Context: an optimization exercise on an open-source flow, tuned for small area. The choices shown serve that exercise and are no tape-out recipe. Only simulation tests tie the RTL to the original design; equivalence was not proved. Power and IR drop assume default switching activity.

[config.mk]
export PLATFORM = sky130hd
export DESIGN_NAME = pong_core
export DESIGN_NICKNAME = pong_core
export VERILOG_FILES = /design/flow/design.v
export SDC_FILE = /design/flow/constraint.sdc
export NUM_CORES = 4
export LEC_CHECK = 0
export CAP_MARGIN = 20
export CORE_MARGIN = 2
export CORE_UTILIZATION = 40
export SLEW_MARGIN = 20
export SYNTH_HIERARCHICAL = 1
[run.sh]
#!/bin/bash
# synth_recipe.tcl (not shown) runs the flow's synth.tcl, then flattens the netlist and writes it again
# the make line also repeats each setting of config.mk as NAME=value (left out here)
make -C /OpenROAD-flow-scripts/flow DESIGN_CONFIG=/design/flow/config.mk WORK_HOME=/design/flow/orfs CLKGATE_MAP_FILE= SYNTH_SCRIPT=/design/flow/synth_recipe.tcl finish
[design.v]
package pong_pkg;
	localparam int COORD_W    = 10;
	localparam int RANK_DEPTH = 10;
	typedef logic [COORD_W-1:0] coord_t;
	typedef logic [7:0]         bcd2_t;      
	localparam coord_t BAR_START_X = 10'd200;
	localparam coord_t SERVE_X     = 10'd200;
	localparam coord_t SERVE_Y     = 10'd50;
endpackage
module frame_sync (
	input  logic Clock_25,
	input  logic system_resetn,
	input  logic vsync,
	input  logic restart_sw,
	output logic frame_start,
	output logic restart
);
logic vsync_buf;
logic restart_sw_buf;
always_ff @ (posedge Clock_25 or negedge system_resetn) begin
	if (system_resetn == 1'b0) begin
		vsync_buf <= 1'b0;
		restart_sw_buf <= 1'b0;
	end else begin
		vsync_buf <= vsync;
		restart_sw_buf <= restart_sw;
	end
end
assign frame_start = vsync_buf & ~vsync;
assign restart = restart_sw ^ restart_sw_buf;
endmodule
module paddle_tracker (
	input  logic             Clock_25,
	input  logic             system_resetn,
	input  logic             frame_start,
	input  logic             btn_right,
	input  logic             btn_left,
	output pong_pkg::coord_t bar_x
);
logic move;
assign move = btn_right ? (bar_x < 10'd575) : (btn_left & (bar_x > 10'd5));
always_ff @ (posedge Clock_25 or negedge system_resetn) begin
	if (system_resetn == 1'b0) begin
		bar_x <= pong_pkg::BAR_START_X;
	end else if (frame_start & move) begin
		bar_x <= bar_x + (btn_right ? 10'd5 : 10'h3fb);
	end
end
endmodule
module ball_physics (
	input  logic             Clock_25,
	input  logic             system_resetn,
	input  logic             frame_start,
	input  logic             restart,
	input  logic             game_over,
	input  logic [2:0]       speed,
	input  logic             serve_x_dir,
	input  logic             serve_y_dir,
	input  pong_pkg::coord_t bar_x,
	output pong_pkg::coord_t ball_x,
	output pong_pkg::coord_t ball_y,
	output logic             hit,
	output logic             miss
);
logic [8:0]  y_q;
logic        moving_right;
logic        moving_down;
logic [10:0] x_next;
logic [9:0]  y_next;
logic        x_ok;
logic        y_ok;
logic [10:0] bar_d;
logic        on_paddle;
logic        active_frame;
logic        bottom;
assign ball_y = {1'b0, y_q};
assign active_frame = frame_start & ~game_over;
assign x_next = {1'b0, ball_x} + (moving_right ? {8'd0, speed} : -{8'd0, speed});
assign y_next = {1'b0, y_q} + (moving_down ? {7'd0, speed} : -{7'd0, speed});
assign x_ok = moving_right ? (x_next[9:0] < 10'd630) : ~x_next[10];
assign y_ok = moving_down ? (y_next <= 10'd415) : ~y_next[9];
assign bar_d = {1'b0, ball_x} - {1'b0, bar_x};
assign on_paddle = ~bar_d[10] & (bar_d[9:0] <= 10'd50);
assign bottom = active_frame & moving_down & ~y_ok;
assign hit  = bottom & on_paddle;
assign miss = bottom & ~on_paddle;
always_ff @ (posedge Clock_25 or negedge system_resetn) begin
	if (system_resetn == 1'b0) begin
		ball_x <= pong_pkg::SERVE_X;
		y_q <= 9'd50;
		moving_right <= 1'b1;
		moving_down <= 1'b1;
	end else if (restart && game_over) begin
		ball_x <= pong_pkg::SERVE_X;
		y_q <= 9'd50;
		moving_right <= 1'b1;
		moving_down <= 1'b1;
	end else if (miss) begin
		ball_x <= pong_pkg::SERVE_X;
		y_q <= 9'd50;
		moving_right <= serve_x_dir;
		moving_down <= serve_y_dir;
	end else if (active_frame) begin
		if (x_ok)
			ball_x <= x_next[9:0];
		else
			moving_right <= ~moving_right;
		if (y_ok)
			y_q <= y_next[8:0];
		else
			moving_down <= ~moving_down;
	end
end
endmodule
module scoreboard (
	input  logic            Clock_25,
	input  logic            system_resetn,
	input  logic            restart,
	input  logic            hit,
	input  logic            miss,
	output pong_pkg::bcd2_t score,
	output logic [1:0]      lives,
	output logic            game_over,
	output logic            rank_insert,
	output pong_pkg::bcd2_t game_number
);
function automatic logic [7:0] bcd2_inc(input logic [7:0] value);
	logic [7:0] result;
	result = value;
	if (value[3:0] == 4'd9) begin
		result[3:0] = 4'd0;
		if (value[7:4] == 4'd9)
			result[7:4] = 4'd0;
		else
			result[7:4] = value[7:4] + 4'd1;
	end else begin
		result[3:0] = value[3:0] + 4'd1;
	end
	bcd2_inc = result;
endfunction
assign game_over = (lives == 2'd0);
always_ff @ (posedge Clock_25 or negedge system_resetn) begin
	if (system_resetn == 1'b0) begin
		score <= 8'h00;
		lives <= 2'd3;
		rank_insert <= 1'b0;
		game_number <= 8'h00;
	end else begin
		rank_insert <= miss & (lives == 2'd1);
		if (hit)
			score <= bcd2_inc(score);
		if (miss) begin
			lives <= lives - 2'd1;
			if (lives == 2'd1)
				game_number <= bcd2_inc(game_number);
		end
		if (game_over & ~rank_insert & restart) begin
			score <= 8'h00;
			lives <= 2'd3;
		end
	end
end
endmodule
module rank_rows (
	input  logic        Clock_25,
	input  logic [9:0]  sel_hold,
	input  logic [9:0]  sel_sh,
	input  logic [9:0]  sel_new,
	input  logic [15:0] new_ent,
	output logic [159:0] ents
);
logic [15:0] ent [10];
always_ff @ (posedge Clock_25) begin
	for (int i = 0; i < 10; i++)
		ent[i] <= ({16{sel_hold[i]}} & ent[i])
		        | ({16{sel_sh[i]}} & ent[(i == 0) ? 0 : i-1])
		        | ({16{sel_new[i]}} & new_ent);
end
always_comb begin
	for (int i = 0; i < 10; i++)
		ents[i*16 +: 16] = ent[i];
end
endmodule
module rank_compare (
	input  logic [159:0] ents,
	input  logic [7:0]   score,
	output logic [9:0]   le
);
function automatic logic le8(input logic [7:0] a, input logic [7:0] b);
	logic r;
	r = 1'b1;
	for (int k = 0; k < 8; k++)
		r = (~a[k] & b[k]) | ((~a[k] | b[k]) & r);
	le8 = r;
endfunction
always_comb begin
	for (int i = 0; i < 10; i++)
		le[i] = le8(ents[i*16+8 +: 8], score);
end
endmodule
module rank_read (
	input  logic [159:0] ents,
	input  logic [3:0]   rank_index,
	input  logic [3:0]   count,
	output logic [15:0]  rd
);
always_comb begin
	rd = '0;
	case (rank_index)
		4'd0: rd = ents[0 +: 16];
		4'd1: rd = ents[16 +: 16];
		4'd2: rd = ents[32 +: 16];
		4'd3: rd = ents[48 +: 16];
		4'd4: rd = ents[64 +: 16];
		4'd5: rd = ents[80 +: 16];
		4'd6: rd = ents[96 +: 16];
		4'd7: rd = ents[112 +: 16];
		4'd8: rd = ents[128 +: 16];
		4'd9: rd = ents[144 +: 16];
		default: rd = '0;
	endcase
	if (rank_index >= count)
		rd = '0;
end
endmodule
module rank_table (
	input  logic            Clock_25,
	input  logic            system_resetn,
	input  logic            rank_insert,
	input  pong_pkg::bcd2_t score,
	input  pong_pkg::bcd2_t game_number,
	input  logic [3:0]      rank_index,
	output pong_pkg::bcd2_t rank_score,
	output pong_pkg::bcd2_t rank_game
);
localparam int N = pong_pkg::RANK_DEPTH;
logic [159:0] ents;
logic [3:0] count;
logic [N-1:0] le;
logic [N-1:0] take_slot;
logic [N-1:0] sel_new;
logic [N-1:0] sel_sh;
logic [N-1:0] sel_hold;
logic [15:0] rd;
always_comb begin
	for (int i = 0; i < N; i++)
		take_slot[i] = (count <= 4'(i)) | le[i];
	for (int i = 0; i < N; i++) begin
		sel_new[i] = rank_insert & take_slot[i] & ((i == 0) ? 1'b1 : ~take_slot[(i == 0) ? 0 : i-1]);
		sel_sh[i]  = rank_insert & take_slot[i] & ((i == 0) ? 1'b0 : take_slot[(i == 0) ? 0 : i-1]);
		sel_hold[i] = ~(rank_insert & take_slot[i]);
	end
end
always_ff @ (posedge Clock_25 or negedge system_resetn) begin
	if (system_resetn == 1'b0)
		count <= 4'd0;
	else if (rank_insert && count != 4'(N))
		count <= count + 4'd1;
end
rank_rows u_rows (
	.Clock_25 (Clock_25),
	.sel_hold (sel_hold),
	.sel_sh   (sel_sh),
	.sel_new  (sel_new),
	.new_ent  ({score, game_number}),
	.ents     (ents)
);
rank_compare u_compare (
	.ents  (ents),
	.score (score),
	.le    (le)
);
rank_read u_read (
	.ents       (ents),
	.rank_index (rank_index),
	.count      (count),
	.rd         (rd)
);
assign rank_score = rd[15:8];
assign rank_game = rd[7:0];
endmodule
module pong_core (
	input  logic       Clock_25,
	input  logic       system_resetn,
	input  logic       vsync,
	input  logic       btn_right,
	input  logic       btn_left,
	input  logic [2:0] speed,
	input  logic       serve_x_dir,
	input  logic       serve_y_dir,
	input  logic       restart_sw,
	input  logic [3:0] rank_index,
	output logic [9:0] ball_x,
	output logic [9:0] ball_y,
	output logic [9:0] bar_x,
	output logic [7:0] score,
	output logic [1:0] lives,
	output logic       game_over,
	output logic [7:0] rank_score,
	output logic [7:0] rank_game
);
logic frame_start;
logic restart;
logic rank_insert;
logic hit;
logic miss;
logic [7:0] game_number;
frame_sync u_frame_sync (
	.Clock_25      (Clock_25),
	.system_resetn (system_resetn),
	.vsync         (vsync),
	.restart_sw    (restart_sw),
	.frame_start   (frame_start),
	.restart       (restart)
);
paddle_tracker u_paddle_tracker (
	.Clock_25      (Clock_25),
	.system_resetn (system_resetn),
	.frame_start   (frame_start),
	.btn_right     (btn_right),
	.btn_left      (btn_left),
	.bar_x         (bar_x)
);
ball_physics u_ball_physics (
	.Clock_25      (Clock_25),
	.system_resetn (system_resetn),
	.frame_start   (frame_start),
	.restart       (restart),
	.game_over     (game_over),
	.speed         (speed),
	.serve_x_dir   (serve_x_dir),
	.serve_y_dir   (serve_y_dir),
	.bar_x         (bar_x),
	.ball_x        (ball_x),
	.ball_y        (ball_y),
	.hit           (hit),
	.miss          (miss)
);
scoreboard u_scoreboard (
	.Clock_25      (Clock_25),
	.system_resetn (system_resetn),
	.restart       (restart),
	.hit           (hit),
	.miss          (miss),
	.score         (score),
	.lives         (lives),
	.game_over     (game_over),
	.rank_insert   (rank_insert),
	.game_number   (game_number)
);
rank_table u_rank_table (
	.Clock_25      (Clock_25),
	.system_resetn (system_resetn),
	.rank_insert   (rank_insert),
	.score         (score),
	.game_number   (game_number),
	.rank_index    (rank_index),
	.rank_score    (rank_score),
	.rank_game     (rank_game)
);
endmodule
[constraint.sdc]
create_clock -name core_clock -period 10.0 [get_ports {Clock_25}]
set_input_delay 2.0000 -clock core_clock [delete_from_list [all_inputs] [get_ports {Clock_25}]]
set_output_delay 2.0000 -clock core_clock [all_outputs]
set_load 0.01 [all_outputs]
==> out/metrics.csv, run 1 <==
stage,metric,value,unit
placement,placed_cells_incl_taps,1844,
cts,insertion_delay,0.57,ns
global_routing,grt_start_max_net_pins,57,
outcome,run_status,finished clean,
routing,firstDrtPassIters,9,
floorplan,die_area,34200,um^2
cells_and_area,flow.area_growth_from_synthesis,13.90,%
cells_and_area,area.sequential,4621,um^2
power_and_ir_drop,cellLeakagePower,6.776,nW
cts,clk_path_buf_depth,3,
logic_synthesis,netlist.area_leader.share,24.46,%
logic_synthesis,synth.avg_cell_area,9.353,um^2
logic_synthesis,synth_nets,1472,
timing,worst_slew_pin_slew,1.230,ns
setup_path,r2r-end,u_rank_table.u_rows.ent[7][15],
setup_path,crit_start,rank_index[2],
global_routing,wire_length_of_the_first_global_routing_pass,65110,um
routing,aggregate_routed_wire_length,42190,um
floorplan,floorplan.die.height,184.9,um
global_routing,grt_overflow_total,0,
floorplan,placement_rows,66,
routing,drc,0,
floorplan,floorplan.initialDensity,40.45,%
cells_and_area,drive_gt1_share,11.24,%
routing,via_count,11880,
timing,period_share,73.29,%
logic_synthesis,synth-warning-count,15,
timing,timing.max_slew.rel_slack,17.74,%
setup_path,critPathMaxFanout,16,
cells_and_area,antenna-diode-count,0,
setup_path,crit_chain,clkdlybuf4s50_1 -> nand2b_4 -> nor3_4 -> a221oi_1 -> nand4_1 -> and2_1 -> clkdlybuf4s50_1,
logic_synthesis,synth.top_cells.by_count,"205 x sky130_fd_sc_hd__inv_1, 160 x sky130_fd_sc_hd__dfxtp_1, 144 x sky130_fd_sc_hd__a222oi_1",
power_and_ir_drop,powerDensity,206.5,nW/um^2
setup_path,critical-path-top-cell-by-count,sky130_fd_sc_hd__clkdlybuf4s50_1,
placement,hpwl_after_detailed_placement,27100,um
logic_synthesis,ranking_of_synthesized_cells_by_area,"sky130_fd_sc_hd__dfxtp_1 24%, sky130_fd_sc_hd__a222oi_1 11%, sky130_fd_sc_hd__dfrtp_1 8.2%",
setup_path,reg2reg_from,u_scoreboard.score[2],
cells_and_area,fillCellCount,3126,
placement,place_congestion,0.8654,
global_routing,first_global_vias,11170,
worst_hold_path,terminating_pin_of_the_worst_hold_path,u_ball_physics.y_q[5],
cts,post_cts.resized_instances,0,
timing,slew_violations,0,
routing,drtIter0Drc,2110,
setup_path,cp_slowest_stage_delay,1.03,ns
logic_synthesis,synthFlopType,sky130_fd_sc_hd__dfxtp_1,
worst_hold_path,worst_hold_startpoint,u_ball_physics.y_q[5],
global_routing,global_route.usage.total,24.38,%
cts,cts_sinks,216,
cells_and_area,non_filler_instance_count_after_layout,1892,
floorplan,boundaryPins,72,
logic_synthesis,post-synth-top-count-cell,sky130_fd_sc_hd__inv_1,
logic_synthesis,netlist.top_cell.by_area,sky130_fd_sc_hd__dfxtp_1,
logic_synthesis,async_reset_ff_share,25.93,%
floorplan,core_area,32370,um^2
cts,postCtsSetupBuffers,0,
timing,grt_setup_unrepaired,false,
logic_synthesis,syn-instance-count,1400,
setup_path,critPathArrivalTime,5.33,ns
placement,placement.cell_area,14070,um^2
setup_path,worstPathRequired,8.00,ns
cts,cts_tree,yes,
setup_path,worstSetupPathType,primary input to output port,
cts,clock_tree.root_cell,sky130_fd_sc_hd__clkbuf_16,
timing,final.setup_skew,0.03560,ns
timing,final-setup-viol-count,0,
timing,timing.fmax,136.4,MHz
setup_path,reg2reg_setup_slack,4.74,ns
logic_synthesis,area_of_the_mapped_netlist,13090,um^2
power_and_ir_drop,ir_drop,0.1276,mV
routing,ant_nets,0,
cts,cts.hold.buffers_added,0,
job,maxCapViolCount,0,
cts,htreeDepth,1,
setup_path,end_kind,output port,
cts,tritoncts.num_buffers,26,
setup_path,timing.critical_path.slowest_stage_cell,sky130_fd_sc_hd__clkdlybuf4s50_1,
logic_synthesis,ys_seq_area_share,35.29,%
timing,fin_tns_setup,0,ns
cells_and_area,finalInstanceArea,14910,um^2
setup_path,cpLargestDelayFamily,buffers and inverters,
placement,port_buffers,70,
timing,timing_hold_violations_final,0,
cts,cts.reportedPaths.clkPinSlew,0.05,ns
setup_path,reg2reg_depth,10,
timing,post_route_hold_slack,0.4749,ns
logic_synthesis,synth_cell_type_count,106,
cells_and_area,final_nets,1502,
logic_synthesis,postSynthRegisterBits,216,
worst_hold_path,hold_class,register to register,
setup_path,buffers_and_inverters_on_the_worst_path,2,
global_routing,grt_antenna_before_repair,0,
routing,post_drt_wl_per_cell,22.30,um
logic_synthesis,number_of_synthesized_flops_with_an_enable_pin,0,
worst_hold_path,number_of_instances_on_the_worst_hold_path,2,
cells_and_area,multi_input_comb_area,7237,um^2
setup_path,crit_path_start_kind,primary input,
timing,finalWorstPathRequiredPeriod,7.329,ns
routing,vias_per_cell,6.281,
floorplan,die_span_in_x,184.9,um
==> cell usage in the layout (no fill, tap or decap), types with 11 or more instances in the layout <==
master / count
sky130_fd_sc_hd__a21o_1: 14
sky130_fd_sc_hd__a21oi_1: 49
sky130_fd_sc_hd__a221oi_1: 11
sky130_fd_sc_hd__a222oi_1: 144
sky130_fd_sc_hd__a22o_1: 29
sky130_fd_sc_hd__a22oi_1: 50
sky130_fd_sc_hd__and2_1: 24
sky130_fd_sc_hd__buf_4: 21
sky130_fd_sc_hd__clkbuf_16: 26
sky130_fd_sc_hd__clkdlybuf4s50_1: 69
sky130_fd_sc_hd__dfrtp_1: 43
sky130_fd_sc_hd__dfstp_2: 13
sky130_fd_sc_hd__dfxtp_1: 160
sky130_fd_sc_hd__ha_1: 53
sky130_fd_sc_hd__inv_1: 205
sky130_fd_sc_hd__maj3_1: 37
sky130_fd_sc_hd__maj3_2: 13
sky130_fd_sc_hd__nand2_1: 46
sky130_fd_sc_hd__nand2b_1: 32
sky130_fd_sc_hd__nand3_1: 11
sky130_fd_sc_hd__nand4_1: 20
sky130_fd_sc_hd__nor2_1: 35
sky130_fd_sc_hd__nor2b_1: 25
sky130_fd_sc_hd__nor3_1: 14
sky130_fd_sc_hd__o21ai_0: 35
sky130_fd_sc_hd__xnor2_1: 17
sky130_fd_sc_hd__xor2_1: 14
==> worst max-delay path by stage <==
stage | endpoint | depth (start not counted)
detailed placement | rank_score[6] | 7
floorplan | rank_game[5] | 9
global placement | rank_score[6] | 7
finish | rank_score[6] | 7
CTS | rank_score[6] | 7
global route | rank_score[6] | 7
==> flip-flops by register name (all words and copies together) (netlist names) <==
signal / cells
u_ball_physics.ball_x: 10
u_ball_physics.moving_down: 1
u_scoreboard.game_number: 8
u_frame_sync.restart_sw_buf: 1
u_scoreboard.lives: 2
u_scoreboard.rank_insert: 1
u_frame_sync.vsync_buf: 1
u_ball_physics.y_q: 9
u_rank_table.count: 4
u_ball_physics.moving_right: 1
u_rank_table.u_rows.ent: 160
u_scoreboard.score: 8
u_paddle_tracker.bar_x: 10
==> Yosys stat by module (local to each module, per instance), excerpt <==
module / cells / flops+latches
rank_rows: 513 / 160
ball_physics: 299 / 21
rank_read: 155 / 0
rank_compare: 156 / 0
scoreboard: 101 / 19
paddle_tracker: 94 / 10
rank_table: 78 / 4
frame_sync: 4 / 2
==> tightest hold or removal path: stages, from the launching register on <==
cell                        delay, ns
sky130_fd_sc_hd__dfstp_2         0.38
sky130_fd_sc_hd__inv_1           0.05
sky130_fd_sc_hd__a2bb2oi_1       0.05
==> power breakdown <==
group	total, mW	switching [mW]	internal, mW
Sequential	1.04	0.0989	0.945
Clock	0.945	0.399	0.546
Combinational	1.09	0.579	0.513
Total	3.08	1.08	2.00
==> metrics by stage <==
| stage | total power [mW] | worst slack [ns] | util [%] |
|---|---|---|---|
| 6_report | 3.080 | 2.671 | 46.07 |
| 5_1_grt | 3.283 | 2.690 | 46.07 |
| 4_1_cts | 3.090 | 2.742 | 46.07 |
| 3_5_place_dp | 2.147 | 2.778 | 43.46 |
| 3_3_place_gp | 2.122 | 2.819 | 43.41 |
| 2_1_floorplan | 1.819 | 4.344 | - |
==> area by class of cell <==
| class | instances | share of cell area, % |
|---|---|---|
| multi-input combinational | 884 | 48.52 |
| sequential | 216 | 30.98 |
| timing repair buffer | 92 | 5.822 |
| inverter | 210 | 5.294 |
| clock buffer | 40 | 5.050 |
| tap | 442 | 3.708 |
| clock inverter | 8 | 0.6208 |
==> metal layers <==
metal  vias up  share of wire (%)  global-route usage [%]
met1      5778                 43                   33.94
met2       602                 44                   37.80
met3       120                9.2                   4.031
li1       5384                  -                       -
met5         -                  0                       0
met4         0                4.1                   9.238
==> cell families (layout without fill, tap and decap cells) <==
family	Yosys count	in the layout	share of synthesized area [%]
other	2	2	0.05736
AND/OR/NAND/NOR	291	291	13.66
XOR/XNOR	31	31	2.074
flip-flops	216	216	35.29
buffers and inverters	300	350	10.25
multiplexers	14	14	1.147
adder cells (fa/ha/maj)	107	107	9.623
AO/OA/AOI/OAI	439	439	27.90
==> run 2, diff against run 1 <==
--- a/design.v
+++ b/design.v
@@ -8,2 +8,29 @@
 	localparam coord_t SERVE_Y     = 10'd50;
+	function automatic logic [10:0] add10(input logic [9:0] a, input logic [9:0] b, input logic cin);
+		logic c;
+		logic [10:0] r;
+		c = cin;
+		for (int k = 0; k < 10; k++) begin
+			r[k] = a[k] ^ b[k] ^ c;
+			c = (a[k] & b[k]) | (a[k] & c) | (b[k] & c);
+		end
+		r[10] = c;
+		add10 = r;
+	endfunction
+	function automatic logic lt10(input logic [9:0] a, input logic [9:0] b);
+		logic r;
+		r = 1'b0;
+		for (int k = 0; k < 10; k++)
+			r = (~a[k] & b[k]) | ((~a[k] | b[k]) & r);
+		lt10 = r;
+	endfunction
+	function automatic logic [3:0] bcd_inc(input logic [3:0] d);
+		bcd_inc = {(d[3] & ~d[0]) | (d[2] & d[1] & d[0]),
+		           d[2] ^ (d[1] & d[0]),
+		           (d[1] ^ d[0]) & ~d[3],
+		           ~d[0]};
+	endfunction
+	function automatic logic [7:0] bcd2_inc(input logic [7:0] v);
+		bcd2_inc = {(v[3] & v[0]) ? bcd_inc(v[7:4]) : v[7:4], bcd_inc(v[3:0])};
+	endfunction
 endpackage
@@ -40,3 +67,5 @@
 logic move;
-assign move = btn_right ? (bar_x < 10'd575) : (btn_left & (bar_x > 10'd5));
+logic [10:0] next;
+assign move = btn_right ? pong_pkg::lt10(bar_x, 10'd575) : (btn_left & pong_pkg::lt10(10'd5, bar_x));
+assign next = pong_pkg::add10(bar_x, btn_right ? 10'd5 : 10'h3fb, 1'b0);
 always_ff @ (posedge Clock_25 or negedge system_resetn) begin
@@ -45,3 +74,3 @@
 	end else if (frame_start & move) begin
-		bar_x <= bar_x + (btn_right ? 10'd5 : 10'h3fb);
+		bar_x <= next[9:0];
 	end
@@ -68,3 +97,3 @@
 logic [10:0] x_next;
-logic [9:0]  y_next;
+logic [10:0] y_next;
 logic        x_ok;
@@ -77,8 +106,8 @@
 assign active_frame = frame_start & ~game_over;
-assign x_next = {1'b0, ball_x} + (moving_right ? {8'd0, speed} : -{8'd0, speed});
-assign y_next = {1'b0, y_q} + (moving_down ? {7'd0, speed} : -{7'd0, speed});
-assign x_ok = moving_right ? (x_next[9:0] < 10'd630) : ~x_next[10];
-assign y_ok = moving_down ? (y_next <= 10'd415) : ~y_next[9];
-assign bar_d = {1'b0, ball_x} - {1'b0, bar_x};
-assign on_paddle = ~bar_d[10] & (bar_d[9:0] <= 10'd50);
+assign x_next = pong_pkg::add10(ball_x, {{7{~moving_right}}, speed ^ {3{~moving_right}}}, ~moving_right);
+assign y_next = pong_pkg::add10({1'b0, y_q}, {{7{~moving_down}}, speed ^ {3{~moving_down}}}, ~moving_down);
+assign x_ok = moving_right ? pong_pkg::lt10(x_next[9:0], 10'd630) : x_next[10];
+assign y_ok = moving_down ? pong_pkg::lt10(y_next[9:0], 10'd416) : y_next[10];
+assign bar_d = pong_pkg::add10(ball_x, ~bar_x, 1'b1);
+assign on_paddle = bar_d[10] & pong_pkg::lt10(bar_d[9:0], 10'd51);
 assign bottom = active_frame & moving_down & ~y_ok;
@@ -126,16 +155,2 @@
 );
-function automatic logic [7:0] bcd2_inc(input logic [7:0] value);
-	logic [7:0] result;
-	result = value;
-	if (value[3:0] == 4'd9) begin
-		result[3:0] = 4'd0;
-		if (value[7:4] == 4'd9)
-			result[7:4] = 4'd0;
-		else
-			result[7:4] = value[7:4] + 4'd1;
-	end else begin
-		result[3:0] = value[3:0] + 4'd1;
-	end
-	bcd2_inc = result;
-endfunction
 assign game_over = (lives == 2'd0);
@@ -150,3 +165,3 @@
 		if (hit)
-			score <= bcd2_inc(score);
+			score <= pong_pkg::bcd2_inc(score);
 		if (miss) begin
@@ -154,3 +169,3 @@
 			if (lives == 2'd1)
-				game_number <= bcd2_inc(game_number);
+				game_number <= pong_pkg::bcd2_inc(game_number);
 		end
==> run 2 against run 1 <==
Net effect:
- still clean on timing, DRC and antenna
- synthesized cell count shrank 13%
- critical path depth is the same
- routed wire length shrank 7.9%
- die area shrank 7.2%
- clock-buffer cell count shrank 1
- final area shrank 6.6%
- utilization grew 0.78 points
- global-route usage shrank 0.15 points
- area after synthesis shrank 7.3%
- critical path type unchanged
- largest cell class unchanged
==> out/metrics.csv, run 2 <==
stage,metric,value,unit
global_routing,grt_antenna_before_repair,0,
cts,clk_path_buf_depth,3,
floorplan,floorplan.die.height,178.2,um
setup_path,end_kind,output port,
setup_path,crit_path_start_kind,primary input,
timing,timing_hold_violations_final,0,
worst_hold_path,worst_hold_startpoint,u_ball_physics.y_q[1],
routing,met3_length,4032,um
timing,slew_violations,0,
cts,insertion_delay,0.56,ns
floorplan,placement_rows,63,
routing,highest-signal-layer,met4,
floorplan,core_area,29720,um^2
placement,place_congestion,0.8804,
cells_and_area,antenna-diode-count,0,
power_and_ir_drop,power.internal,1.974,mW
setup_path,critPathMaxFanout,16,
logic_synthesis,ranking_of_synthesized_cells_by_area,"sky130_fd_sc_hd__dfxtp_1 26%, sky130_fd_sc_hd__a222oi_1 12%, sky130_fd_sc_hd__dfrtp_1 8.9%",
cells_and_area,register_containing_the_most_flip_flops_in_the_final_layout,u_rank_table.u_rows.ent,
setup_path,timing.critical_path.slowest_stage_cell,sky130_fd_sc_hd__clkdlybuf4s50_1,
setup_path,cp_slowest_stage_delay,1.01,ns
cts,htreeDepth,1,
power_and_ir_drop,powerDensity,220.4,nW/um^2
placement,post-place-ws,2.628,ns
placement,placed_cells_incl_taps,1605,
floorplan,boundaryPins,72,
timing,worst_slew_pin_slew,1.243,ns
logic_synthesis,synthFlopType,sky130_fd_sc_hd__dfxtp_1,
cells_and_area,flow.area_growth_from_synthesis,14.76,%
cells_and_area,final_nets,1308,
timing,grt_setup_unrepaired,false,
cts,cts.hold.buffers_added,0,
power_and_ir_drop,p_sw_share,35.70,%
placement,hpwl_after_detailed_placement,24390,um
logic_synthesis,post-synth-top-count-cell,sky130_fd_sc_hd__inv_1,
job,maxCapViolCount,0,
setup_path,worstPathRequired,8.00,ns
logic_synthesis,netlist.area_leader.share,26.40,%
timing,timing.fmax,138.0,MHz
routing,drc,0,
timing,finalWorstPathRequiredPeriod,7.249,ns
global_routing,global_route.usage.total,24.23,%
power_and_ir_drop,power_frac_comb,32.4,%
global_routing,grt_start_max_net_pins,57,
setup_path,r2r-end,u_scoreboard.score[5],
logic_synthesis,synth.top_cells.by_count,"209 x sky130_fd_sc_hd__inv_1, 160 x sky130_fd_sc_hd__dfxtp_1, 144 x sky130_fd_sc_hd__a222oi_1",
logic_synthesis,async_reset_ff_share,25.93,%
cts,post_cts.resized_instances,0,
setup_path,reg2reg_from,u_paddle_tracker.bar_x[0],
floorplan,floorplan.initialDensity,40.83,%
setup_path,crit_chain,clkdlybuf4s50_1 -> nand2b_4 -> nor3_4 -> a221oi_1 -> nand4_1 -> and2_1 -> clkdlybuf4s50_1,
cells_and_area,non_filler_instance_count_after_layout,1653,
power_and_ir_drop,ir_drop,0.1303,mV
placement,port_buffers,70,
logic_synthesis,postSynthRegisterBits,216,
routing,via_count,10340,
cts,cts_sinks,216,
cts,postCtsSetupBuffers,0,
logic_synthesis,synth.avg_cell_area,10.00,um^2
routing,firstDrtPassIters,12,
routing,drt-met1-wl,16160,um
placement,placement.cell_area,13030,um^2
setup_path,reg2reg_depth,19,
routing,post_drt_wl_per_cell,23.52,um
logic_synthesis,netlist.top_cell.by_area,sky130_fd_sc_hd__dfxtp_1,
setup_path,critPathArrivalTime,5.25,ns
power_and_ir_drop,share_clk_of_total_power,32.0,%
global_routing,wire_length_of_the_first_global_routing_pass,59280,um
logic_synthesis,ys_seq_area_share,38.08,%
timing,post-route-worst-setup-slack,2.751,ns
logic_synthesis,synth_nets,1278,
power_and_ir_drop,cellLeakagePower,6.348,nW
logic_synthesis,number_of_synthesized_flops_with_an_enable_pin,0,
worst_hold_path,terminating_pin_of_the_worst_hold_path,u_ball_physics.y_q[1],
logic_synthesis,synth-warning-count,15,
floorplan,die_span_in_x,178.2,um
logic_synthesis,syn-instance-count,1213,
cells_and_area,biggestRegsByFlops,"u_rank_table.u_rows.ent: 160 flops, u_ball_physics.ball_x: 10 flops, u_paddle_tracker.bar_x: 10 flops",
cts,cts.reportedPaths.clkPinSlew,0.06,ns
setup_path,reg2reg_setup_slack,4.29,ns
cts,clock_tree.root_cell,sky130_fd_sc_hd__clkbuf_16,
timing,final.setup_skew,0.03799,ns
global_routing,first_global_vias,9966,
timing,period_share,72.49,%
routing,met2_length,17400,um
timing,timing.max_slew.rel_slack,16.89,%
floorplan,die_area,31740,um^2
worst_hold_path,number_of_instances_on_the_worst_hold_path,2,
power_and_ir_drop,p_switching,1.096,mW
logic_synthesis,area_of_the_mapped_netlist,12130,um^2
setup_path,worstSetupPathType,primary input to output port,
cells_and_area,final_cell_mix,"209 x sky130_fd_sc_hd__inv_1, 160 x sky130_fd_sc_hd__dfxtp_1, 144 x sky130_fd_sc_hd__a222oi_1",
cts,cts_tree,yes,
global_routing,grt_overflow_total,0,
outcome,run_status,finished clean,
routing,vias_per_cell,6.255,
timing,fin_tns_setup,0,ns
cells_and_area,layout_commonest_cell,sky130_fd_sc_hd__inv_1,
routing,aggregate_routed_wire_length,38880,um
routing,ant_nets,0,
cells_and_area,max_ffs_per_register,160,
cells_and_area,drive_gt1_share,13.22,%
worst_hold_path,hold_class,register to register,
timing,final-setup-viol-count,0,
setup_path,critical-path-top-cell-by-count,sky130_fd_sc_hd__clkdlybuf4s50_1,
routing,drtIter0Drc,1847,
cells_and_area,finalInstanceArea,13920,um^2
logic_synthesis,synth_cell_type_count,95,
cts,tritoncts.num_buffers,26,
power_and_ir_drop,seq_power_share,35.6,%
-- run 2: cell types whose count changed in the layout (fill, tap and decap cells not counted), moves of 6 or more --
cell and change:
sky130_fd_sc_hd__ha_1 -37, sky130_fd_sc_hd__a21o_1 -9, sky130_fd_sc_hd__o2bb2ai_1 -6, sky130_fd_sc_hd__a21oi_1 -28
sky130_fd_sc_hd__nor3_1 -12, sky130_fd_sc_hd__fa_1 +30, sky130_fd_sc_hd__o21ai_0 -13, sky130_fd_sc_hd__nand2_1 -16
sky130_fd_sc_hd__nand2b_1 -9, sky130_fd_sc_hd__nor2_1 -14, sky130_fd_sc_hd__xor2_1 -8, sky130_fd_sc_hd__and2_1 -6
-- run 2: power by group through the flow --
stage / Sequential (mW) / Combinational, mW / Clock [mW]
after CTS: 1.10 / 0.993 / 0.996
after global placement: 1.11 / 0.973 / 0
after floorplan: 1.08 / 0.700 / 0
after global routing: 1.11 / 1.10 / 1.03
after detailed placement: 1.11 / 0.992 / 0
final: 1.09 / 0.993 / 0.983
-- run 2: how the worst max path moves through the flow --
| stage | slack [ns] | start | cells past startpoint | endpoint |
|---|---|---|---|---|
| 3_3_place_gp | 2.67 | speed[0] | 19 | register |
| 2_1_floorplan | 3.62 | speed[1] | 18 | register |
| 6_report | 2.75 | rank_index[2] | 7 | rank_score[7] |
| 3_5_place_dp | 2.63 | speed[0] | 19 | register |
| 4_1_cts | 2.70 | rank_index[0] | 10 | rank_score[4] |
| 5_1_grt | 2.52 | rank_index[0] | 10 | rank_score[4] |
-- run 2: worst max-delay path: cells and delay by family --
| family | cells | cell delay (ns) |
|---|---|---|
| compound gates | 1 | 0.24 |
| buf+inv | 2 | 1.54 |
| simple gates | 4 | 1.45 |
-- run 2: cell families (layout without fill, tap and decap cells) --
group,count (synthesis),in the layout,share of synthesized area [%]
adder cells (fa/ha/maj),100,100,11.52
AO/OA/AOI/OAI,361,361,26.18
other,2,2,0.06189
multiplexers,13,13,1.165
AND/OR/NAND/NOR,200,200,10.30
XOR/XNOR,19,19,1.371
buffers and inverters,302,352,11.32
flip-flops,216,216,38.08
-- run 2: layout make-up --
class                           instances  area (um^2)
Sequential cell                       216         4621
Tap cell                              390        488.0
Multi-Input combinational cell        695         6266
Clock inverter                          9        106.4
Fill cell                            2763        15790
Timing Repair Buffer                   90        845.8
Inverter                              214        805.8
Clock buffer                           39        792.0
-- run 2: layer usage --
layer / GRT usage [%] / vias to the layer above
li1: - / 4624
met1: 32.79 / 5066
met2: 38.02 / 543
met3: 5.350 / 106
met4: 8.875 / 0
met5: 0 / -
-- run 2: modules after synthesis, one instance, submodules excluded, excerpt --
module          times used  cells  flops+latches
rank_compare             1    156              0
scoreboard               1     82             19
rank_read                1    155              0
paddle_tracker           1     49             10
rank_rows                1    513            160
frame_sync               1      4              2
rank_table               1     77              4
ball_physics             1    177             21
-- run 2: metrics by stage --
step                hold slack [ns]  total power [mW]  util, %
floorplan                    0.4579             1.776        -
global placement             0.4752             2.086    43.83
detailed placement           0.4846             2.104    43.83
CTS                          0.4982             3.084    46.86
global route                 0.5133             3.243    46.86
finish                       0.4986             3.070    46.86
==> run 3, diff against run 2 <==
==> flow/run.sh (new file) <==
#!/bin/bash
# Own layout flow: the standard ORFS flow, with three changes:
#  - synthesis maps the logic with an area-oriented ABC script (flow/abc_area.script)
#    instead of ORFS's delay-oriented one; registers are mapped exactly as before
#  - ports are buffered with sky130_fd_sc_hd__buf_1
#  - clock tree synthesis inserts no dummy loads
# Each tool's full output goes to a log file in this folder.
set -euo pipefail
W=$(pwd)

# The standard flow's synthesis script, with the ABC call redirected to the area script
{
	head -n 1 synth_recipe.tcl
	cat <<TCL
proc abc {args} {
	set i [lsearch -exact \$args -script]
	if { \$i >= 0 } { lset args [expr { \$i + 1 }] $W/flow/abc_area.script }
	yosys abc {*}\$args
}
TCL
	tail -n +2 synth_recipe.tcl
} > own_synth.tcl

# The standard flow's make command, with the synthesis script and the extra settings
sed -e "s|SYNTH_SCRIPT=[^ ]*|SYNTH_SCRIPT=$W/own_synth.tcl 'BUFFER_PORTS_ARGS=-buffer_cell sky130_fd_sc_hd__buf_1' 'CTS_ARGS=-sink_clustering_enable -repair_clock_nets -dont_use_dummy_load'|" standard.sh > own.sh

bash own.sh finish > make.log 2>&1
cp -r orfs/logs orfs_logs 2>/dev/null || true
test -f out/final.def
==> flow/abc_area.script (new file) <==
strash
&get -n
&fraig -x
&put
balance; rewrite; refactor; balance; rewrite; rewrite -z; balance; refactor -z; rewrite -z; balance
dc2
balance; rewrite; refactor; balance; rewrite; rewrite -z; balance; refactor -z; rewrite -z; balance
strash
&get -n
&dch -f
&nf -R 1000 -p -F 10 -A 10 -a
&put
==> standard.sh (new file) <==
#!/bin/bash
# synth_recipe.tcl (not shown) runs the flow's synth.tcl, then flattens the netlist and writes it again
# the make line also repeats each setting of config.mk as NAME=value (left out here)
make -C /OpenROAD-flow-scripts/flow DESIGN_CONFIG=/design/flow/config.mk WORK_HOME=/design/flow/orfs CLKGATE_MAP_FILE= SYNTH_SCRIPT=/design/flow/synth_recipe.tcl "${@:-finish}"
--- a/config.mk
+++ b/config.mk
@@ -9,4 +9,4 @@
 export CORE_MARGIN = 2
-export CORE_UTILIZATION = 40
+export CORE_UTILIZATION = 30
+export PLACE_DENSITY = 0.4
 export SLEW_MARGIN = 20
-export SYNTH_HIERARCHICAL = 1
removed: run.sh
==> run 3 against run 2 <==
Net effect:
- final area decreased by 12%
- global-route usage decreased by 1.6 points
- largest power group unchanged
- critical path depth increased by 14
- sequential share of layout area increased by 5.8 points
- power increased by 1.8%
- non-clock buffer count increased by 1
- flip-flop and latch count unchanged
- setup slack got worse by 0.66 ns
- largest cell class unchanged
- register-to-register slack got worse by 1.4 ns
- synthesized cell count decreased by 15%
- routed wire length increased by 5.9%
- highest routed layer unchanged
==> out/metrics.csv, run 3 <==
stage,metric,value,unit
power_and_ir_drop,power_frac_comb,31.8,%
setup_path,critPathMaxFanout,10,
power_and_ir_drop,share_clk_of_total_power,26.3,%
cts,clock_tree.root_cell,sky130_fd_sc_hd__clkbuf_16,
floorplan,boundaryPins,72,
cts,htreeDepth,1,
placement,post-place-ws,1.497,ns
timing,timing.max_slew.rel_slack,21.57,%
global_routing,global_route.usage.total,22.65,%
cells_and_area,fillCellCount,3626,
timing,timing_hold_violations_final,0,
cts,postCtsSetupBuffers,0,
power_and_ir_drop,powerDensity,254.8,nW/um^2
worst_hold_path,hold_class,register to register,
cts,cts_tree,yes,
logic_synthesis,synth-warning-count,9,
logic_synthesis,number_of_synthesized_flops_with_an_enable_pin,16,
cts,cts.reportedPaths.clkPinSlew,0.06,ns
outcome,run_status,finished clean,
power_and_ir_drop,power.internal,1.916,mW
cells_and_area,multi_input_comb_area,5111,um^2
power_and_ir_drop,cellLeakagePower,4.248,nW
cts,cts.hold.buffers_added,0,
timing,fin_tns_setup,0,ns
routing,drc,0,
global_routing,grt_start_max_net_pins,57,
cells_and_area,antenna-diode-count,0,
placement,port_buffers,70,
job,maxCapViolCount,0,
cts,clk_path_buf_depth,3,
cells_and_area,max_ffs_per_register,144,
timing,finalWorstPathRequiredPeriod,7.909,ns
power_and_ir_drop,total_power,3.125,mW
routing,ant_nets,0,
global_routing,grt_overflow_total,0,
setup_path,worstPathRequired,10.45,ns
timing,timing.fmax,126.4,MHz
routing,post_drt_wl_per_cell,25.74,um
logic_synthesis,synth_nets,1093,
setup_path,critPathArrivalTime,8.36,ns
timing,post_route_hold_slack,0.4916,ns
cts,tritoncts.num_buffers,27,
timing,slew_violations,0,
global_routing,wire_length_of_the_first_global_routing_pass,62790,um
logic_synthesis,post-synth-top-count-cell,sky130_fd_sc_hd__clkinv_1,
logic_synthesis,ranking_of_synthesized_cells_by_area,"sky130_fd_sc_hd__dfxtp_1 27%, sky130_fd_sc_hd__a222oi_1 17%, sky130_fd_sc_hd__dfrtp_1 10%",
power_and_ir_drop,p_switching,1.209,mW
power_and_ir_drop,p_sw_share,38.68,%
routing,vias_per_cell,6.112,
cells_and_area,fin_util,35.50,%
power_and_ir_drop,seq_power_share,41.9,%
placement,hpwl_after_detailed_placement,26370,um
floorplan,floorplan.initialDensity,30.49,%
global_routing,first_global_vias,9662,
floorplan,die_span_in_x,191.4,um
logic_synthesis,synth.avg_cell_area,10.25,um^2
logic_synthesis,postSynthRegisterBits,216,
cells_and_area,flow.area_growth_from_synthesis,16.44,%
cells_and_area,area.sequential,4781,um^2
cells_and_area,register_containing_the_most_flip_flops_in_the_final_layout,u_rank_table.u_rows.ent,
logic_synthesis,synth_cell_type_count,49,
cells_and_area,final_cell_mix,"188 x sky130_fd_sc_hd__clkinv_1, 178 x sky130_fd_sc_hd__a222oi_1, 144 x sky130_fd_sc_hd__dfxtp_1",
floorplan,die_area,36620,um^2
routing,via_count,9779,
cts,post_cts.resized_instances,0,
timing,final.setup_skew,0.03025,ns
routing,aggregate_routed_wire_length,41180,um
floorplan,placement_rows,68,
floorplan,core_area,34540,um^2
timing,final-setup-viol-count,0,
placement,place_congestion,0.7968,
timing,post-route-worst-setup-slack,2.091,ns
routing,firstDrtPassIters,9,
logic_synthesis,netlist.area_leader.share,27.37,%
setup_path,worstSetupPathType,primary input to register,
global_routing,grt_antenna_before_repair,0,
logic_synthesis,synth.top_cells.by_count,"188 x sky130_fd_sc_hd__clkinv_1, 178 x sky130_fd_sc_hd__a222oi_1, 144 x sky130_fd_sc_hd__dfxtp_1",
cells_and_area,biggestRegsByFlops,"u_rank_table.u_rows.ent: 144 flops, u_ball_physics.ball_x: 10 flops, u_paddle_tracker.bar_x: 10 flops",
setup_path,crit_path_start_kind,primary input,
logic_synthesis,async_reset_ff_share,25.93,%
logic_synthesis,syn-instance-count,1028,
cells_and_area,final_nets,1212,
cts,insertion_delay,0.54,ns
timing,grt_setup_unrepaired,false,
cells_and_area,drive_gt1_share,6.550,%
logic_synthesis,area_of_the_mapped_netlist,10530,um^2
floorplan,floorplan.die.height,191.4,um
routing,drtIter0Drc,1613,
logic_synthesis,ys_seq_area_share,45.39,%
logic_synthesis,synthFlopType,sky130_fd_sc_hd__dfxtp_1,
cells_and_area,layout_commonest_cell,sky130_fd_sc_hd__clkinv_1,
timing,worst_slew_pin_slew,1.175,ns
logic_synthesis,netlist.top_cell.by_area,sky130_fd_sc_hd__dfxtp_1,
setup_path,end_kind,register,
cts,cts_sinks,216,
timing,period_share,79.09,%
power_and_ir_drop,ir_drop,0.1410,mV
run 3: layout make-up:
class,instances,share of cell area (%)
clock buffer,27,5.509
inverter,188,5.754
multi-input combinational,623,41.68
sequential,216,38.98
timing repair buffer,91,3.438
tap,455,4.642
run 3: layer usage:
layer | vias to the layer above | track usage, % | share of wire (%)
met5 | - | 0.4121 | 0
met4 | 0 | 6.391 | 2.4
met3 | 71 | 4.057 | 8.6
met2 | 515 | 36.06 | 45
met1 | 4847 | 31.34 | 44
li1 | 4346 | - | -
run 3: final timing paths:
kind / cells past startpoint / slack (ns) / from / endpoint
worst min-delay path: 2 / 0.49 / u_rank_table.u_rows.ent[8][1] / u_rank_table.u_rows.ent[9][1]
worst max-delay path: 21 / 2.09 / speed[0] / u_ball_physics.ball_x[9]
worst max register to register: 21 / 2.88 / u_ball_physics.moving_down / u_ball_physics.ball_x[9]
max in group asynchronous: 2 / 7.80 / system_resetn / u_scoreboard.game_number[2]
worst min register to register: 2 / 0.49 / u_rank_table.u_rows.ent[8][1] / u_rank_table.u_rows.ent[9][1]
min in group asynchronous: 2 / 1.63 / system_resetn / u_rank_table.count[3]
run 3: cells by family (layout without fill, tap and decap cells):
| kind of cell | Yosys count | in the layout | share of synthesized area [%] |
|---|---|---|---|
| compound gates | 407 | 407 | 31.47 |
| buf+inv | 189 | 306 | 6.771 |
| fa+ha+maj | 50 | 50 | 8.363 |
| flops | 216 | 216 | 45.39 |
| mux | 4 | 4 | 0.4158 |
| simple gates | 143 | 143 | 6.058 |
| xor+xnor | 18 | 18 | 1.497 |
| other cells | 1 | 1 | 0.03560 |
run 3: power groups by stage:
stage	logic [mW]	registers, mW	clock network (mW)
2_1_floorplan	0.684	1.26	0
3_3_place_gp	1.00	1.33	0
4_1_cts	1.01	1.31	0.846
3_5_place_dp	1.01	1.32	0
5_1_grt	1.16	1.34	0.879
6_report	0.995	1.31	0.821
run 3: metrics by stage:
stage | cell area [um^2] | std cells
floorplan | 10530 | 1028
global placement | 11580 | 1573
detailed placement | 11590 | 1573
CTS | 12260 | 1600
global route | 12260 | 1600
finish | 12260 | 1600
run 3: worst max-delay path: stages:
cell and delay (ns):
sky130_fd_sc_hd__buf_1 0.22, sky130_fd_sc_hd__mux2_1 0.36, sky130_fd_sc_hd__fa_1 0.38, sky130_fd_sc_hd__fa_1 0.41, sky130_fd_sc_hd__fa_1 0.40, sky130_fd_sc_hd__clkinv_1 0.07, sky130_fd_sc_hd__fa_1 0.19, sky130_fd_sc_hd__fa_1 0.19
sky130_fd_sc_hd__clkinv_1 0.08, sky130_fd_sc_hd__fa_1 0.41, sky130_fd_sc_hd__fa_1 0.43, sky130_fd_sc_hd__fa_1 0.48, sky130_fd_sc_hd__nand2_1 0.07, sky130_fd_sc_hd__a21oi_1 0.04, sky130_fd_sc_hd__o21ai_0 0.16, sky130_fd_sc_hd__nand2b_1 0.19
sky130_fd_sc_hd__nor2b_1 0.15, sky130_fd_sc_hd__a21oi_1 0.67, sky130_fd_sc_hd__clkinv_1 0.31, sky130_fd_sc_hd__o21ai_0 0.88, sky130_fd_sc_hd__a22o_1 0.27

## what the ideal ports hide
The flow's constraints put no driver on any port. The routed layouts listed below were extracted and timed again, unchanged, in two steps.
Step 1 sets driving cells, clkbuf_16 on the clock port and buf_2 on the other inputs (assumed; they add their load-dependent delay and slew).
Step 2 times the ports against the registers' clock, not the clock port: input delays grow and output delays shrink by t, the midpoint of the rising clock arrivals with the driver on.
Three values: ideal, step 1, step 2; two values: the first two.
run	shift t [ns]	setup WS [ns]	hold WS [ns]	clock arrival spread, ns
run 1	0.598	2.671 / 2.644 / 2.644	0.475 / 0.475 / 0.475	0.035 / 0.036
run 2	0.582	2.751 / 2.728 / 2.601	0.499 / 0.499 / 0.499	0.040 / 0.040
run 3	0.576	2.091 / 2.114 / 1.538	0.492 / 0.492 / 0.492	0.031 / 0.030
After both steps every run listed still meets setup and hold. For run 3, which loses most, drivers alone change the setup slack by +0.023 ns; drivers and shift together by -0.553 ns.
